This is an optimization exercise on Yosys and OpenROAD, whose aim is small area and few clock cycles, not a production implementation.
No driver is modelled on the clock port, so clocking that relies on it looks cheaper here than on a real chip.
Power is estimated from default activity; no workload was simulated.

==> trial 38 <==
## hid_key_report_to_ascii_typematic
module hid_key_report_to_ascii_typematic #(
  parameter int unsigned KEY_SLOTS = 6
) (
  input  logic                      clk_i,
  input  logic                      rst_ni,
  input  logic                      cfg_we_i,
  input  logic [hkt_pkg::CFG_IDX_W-1:0] cfg_idx_i,
  input  logic [7:0]                cfg_data_i,
  input  logic                      in_valid_i,
  output logic                      in_ready_o,
  input  logic                      op_i,
  input  logic [7:0]                modifier_bits_i,
  input  logic [7:0]                key_slot_0_i,
  input  logic [7:0]                key_slot_1_i,
  input  logic [7:0]                key_slot_2_i,
  input  logic [7:0]                key_slot_3_i,
  input  logic [7:0]                key_slot_4_i,
  input  logic [7:0]                key_slot_5_i,
  output logic                      out_valid_o,
  input  logic                      out_ready_i,
  output logic [7:0]                out_char_o,
  output logic                      char_valid_o,
  output logic                      last_o,
  output logic                      caps_lock_led_o,
  output logic                      num_lock_led_o,
  output logic                      led_report_changed_o
);
clock: 10.0 ns
lec_check: 0
cap_margin: 20
core_margin: 2
core_utilization: 40
slew_margin: 20
standard.sh (not shown) runs the stock make flow with config.mk's settings and CLKGATE_MAP_FILE= SYNTH_SCRIPT=/design/flow/synth_recipe.tcl, a recipe that flattens the netlist after the stock synthesis.
==> flow/flow/run.sh <==
#!/bin/bash
# The standard layout (the standard.sh, standard synthesis included), with two changes:
# the port buffers that global placement inserts are the smallest buffer cell instead of
# the default choice (every input and output port still gets its own buffer), and after
# clock tree synthesis cells on paths with slack are sized down (flow/post_cts.tcl).
set -euo pipefail
export BUFFER_PORTS_ARGS="-buffer_cell sky130_fd_sc_hd__buf_1"
export POST_CTS_TCL="$PWD/flow/post_cts.tcl"
bash standard.sh > standard.log 2>&1
==> flow/flow/post_cts.tcl <==
# Size down cells on paths with slack, then legalize the placement again.
estimate_parasitics -placement
repair_timing -recover_power 100 -verbose
detailed_placement
check_placement -verbose
report_design_area
==> build 25 (differences from trial 38) <==
--- a/flow/design.v
+++ b/flow/design.v
@@ -284,15 +284,13 @@
   logic [N-1:0][N-1:0] eq;
   logic [N-1:0]    diag, cand, todo, row, col;
   logic [2:0]      s;
   logic            more, sseen;
   logic [7:0]      skey, hkey;
   logic            pvalid_q;
-  logic            scan_q;
-  logic [N-1:0]    done;
-  logic            scan;
+  logic [N-1:0]    done_q, seen_q;
   logic [N-1:0]    seen, ncaps, nnum, xl, up, match, ev;
   logic            capsv, numv, changed;
   logic            hv0, present;
   logic [2:0]      h1;
   logic            ev_any, ev_xl;
   logic [2:0]      ev_last;
@@ -319,14 +317,13 @@
   assign ctrl  = modifier_bits_i[0] | modifier_bits_i[4];
   always_comb begin
     for (int i = 0; i < N; i++) begin
       diag[i] = pvalid_q && (slots[i] == prev_q[i]);
       cand[i] = !diag[i] && interesting(slots[i]);
     end
-    done = scan_q ? oup_q : '0;
-    todo = cand & ~done;
+    todo = cand & ~done_q;
     s    = 3'd0;
     for (int i = N - 1; i >= 0; i--) begin
       if (todo[i]) s = 3'(i);
     end
     more = |(todo & ~(N'(1) << s));
     skey = slots[s];
@@ -334,13 +331,13 @@
     for (int j = 0; j < N; j++) begin
       row[j] = skey == prev_q[j];
       col[j] = slots[j] == hkey;
     end
     sseen = pvalid_q && (|row);
     for (int i = 0; i < N; i++) begin
-      seen[i]  = !cand[i] || (done[i] ? pend_q[i] : sseen);
+      seen[i]  = !cand[i] || (done_q[i] ? seen_q[i] : sseen);
       ncaps[i] = !seen[i] && slots[i] == hkt_pkg::KEY_CAPS_LOCK;
       nnum[i]  = !seen[i] && slots[i] == hkt_pkg::KEY_NUM_LOCK;
       xl[i]    = !seen[i] && has_xlat(slots[i]);
       match[i] = col[i];
     end
     capsv = caps_q;
@@ -403,20 +400,19 @@
   assign slot_free = !job_v_q || finishing;
   assign in_ready_o = op_i ? (!fire_c || slot_free) : (slot_free && !more);
   assign acc       = in_valid_i && in_ready_o;
   assign acc_rep   = acc && !op_i;
   assign acc_tick  = acc && op_i;
   assign acc_fire  = acc_tick && fire_c;
-  assign scan      = in_valid_i && !op_i && !job_v_q && more;
   always_ff @(posedge clk_i or negedge rst_ni) begin
     if (!rst_ni) begin
       nl_q     <= 1'b1;
       first_q  <= hkt_pkg::FIRST_RESET;
       next_q   <= hkt_pkg::NEXT_RESET;
       pvalid_q <= 1'b0;
-      scan_q   <= 1'b0;
+      done_q   <= '0;
       pshift_q <= 1'b0;
       pctrl_q  <= 1'b0;
       caps_q   <= 1'b0;
       num_q    <= 1'b0;
       hv_q     <= 1'b0;
       job_v_q  <= 1'b0;
@@ -426,42 +422,41 @@
           hkt_pkg::REG_NEWLINE_MODE: nl_q    <= cfg_data_i[0];
           hkt_pkg::REG_FIRST_REPEAT: first_q <= cfg_data_i;
           hkt_pkg::REG_NEXT_REPEAT:  next_q  <= cfg_data_i;
           default: ;
         endcase
       end
-      scan_q <= scan;
+      if (in_valid_i && !op_i && !acc_rep) done_q <= done_q | (N'(1) << s);
+      else                                 done_q <= '0;
       if (acc_rep) begin
         pvalid_q <= 1'b1;
         pshift_q <= shift;
         pctrl_q  <= ctrl;
         caps_q   <= capsv;
         num_q    <= numv;
         hv_q     <= ev_any ? ev_xl : (hv0 && present);
       end
       if (slot_free) job_v_q <= acc_rep || acc_fire;
     end
   end
   always_ff @(posedge clk_i) begin
+    if (in_valid_i && !op_i && !acc_rep) seen_q[s] <= sseen;
     if (acc_rep) begin
       prev_q <= slots;
       h_q    <= ev_any ? ev_last : h1;
       if (|xl) rem_q <= first_q;
       if (ev_any && ev_xl) begin
         hup_q   <= up[ev_last];
         hctrl_q <= ctrl;
         hnl_q   <= nl_q;
       end
+      oup_q <= up;
       onl_q <= nl_q;
     end
-    if (acc_rep) oup_q <= up;
     if (acc_tick && hv_q) rem_q <= fire_c ? next_q : rem_q - 8'd1;
-    if (scan) begin
-      oup_q     <= done | (N'(1) << s);
-      pend_q[s] <= sseen;
-    end else if (slot_free) begin
+    if (slot_free) begin
       bidx_q  <= 2'd0;
       ofire_q <= !acc_rep;
       pend_q  <= acc_rep ? xl : '0;
       chg_q   <= acc_rep && changed;
     end else if (out_xfer) begin
       if (!ofire_q && lane_end) begin
==> flow/run.sh (new file) <==
#!/bin/bash
# synth_recipe.tcl (not shown) runs the flow's synth.tcl, then flattens the netlist and writes it again
# the make line also repeats each setting of config.mk as NAME=value (left out here)
make -C /OpenROAD-flow-scripts/flow DESIGN_CONFIG=/design/flow/config.mk WORK_HOME=/design/flow/orfs CLKGATE_MAP_FILE= SYNTH_SCRIPT=/design/flow/synth_recipe.tcl finish
removed: flow/flow/run.sh
removed: flow/flow/post_cts.tcl
removed: flow/standard.sh
==> qor summary <==
| item | trial 38 | build 25 |
|---|---|---|
| Placed inst area | 12000 um2 | 13300 um2 |
| Placeable core area | 28500 um2 | 29600 um2 |
| Clk power | 389 uW | 609 uW |
| Number of sequential cells in the layout | 104 | 115 |
| Horizontal die dimension | 174 um | 177 um |
| Status | finished clean | finished clean |
| Tmin final | 9640 ps | 8970 ps |
| Met2 Wirelength | 17400 um | 18800 um |
| Detailed-route vias per instance | 6.27 | 6.16 |
| Routed wire per std cell | 22.3 um | 22.8 um |
| Maximum number of pins on one net before global-route repair | 36 | 34 |
| Drt first-iter violations | 1185 | 1184 |
| Most common cell after layout, fill and taps aside | nand2_1 | xnor2_1 |
| Mux share of post-synthesis cell area | 0.0862 | 0.0921 |
| Antenna cells | 0 | 1 |
| Worst clock skew | 15.8 ps | 13.3 ps |
| Area of combinational cells with multiple inputs | 7820 um2 | 8100 um2 |
| Parity-gate share of the synthesized area counting xor and xnor cells | 0.123 | 0.130 |
| Met1 track demand over resource | 0.361 | 0.380 |
| Area share of the leading cell type in the synthesized netlist | 0.206 | 0.207 |
| Count of clock buffers in the final design | 9 | 17 |
No run of this note included a check of the RTL's function; only the layout flow was run.

-- re-timing with driven ports --
Ports are ideal in the flow. The routed layouts listed here were re-timed in OpenROAD. Step 1 (the two cells are an assumption about what drives the block):
set clk [get_ports {clk_i}]
set_driving_cell -lib_cell sky130_fd_sc_hd__clkbuf_16 $clk
set_driving_cell -lib_cell sky130_fd_sc_hd__buf_2 [delete_from_list [all_inputs] $clk]
Step 2, shift: input delay + t, output delay - t, t = (earliest + latest rising clock arrival at the registers) / 2. This alone moves slack from input paths to output paths. a / b / c = no drivers / after step 1 / after step 2; a / b = the first two.
run | shift t [ns] | slack for setup (ns) | hold WS [ns] | worst setup path after step 2 | latest minus earliest clock arrival (ns)
trial 38 | 0.427 | 0.358 / 0.334 / 0.334 | 0.490 / 0.490 / 0.490 | input to output | 0.016 / 0.016
build 25 | 0.477 | 1.030 / 0.977 / 0.963 | 0.483 / 0.483 / 0.483 | input to register | 0.013 / 0.013
After both steps setup and hold are still met in every run listed. The setup slack of build 25, which loses most, moves by -0.053 ns with the drivers and by -0.067 ns with both steps.
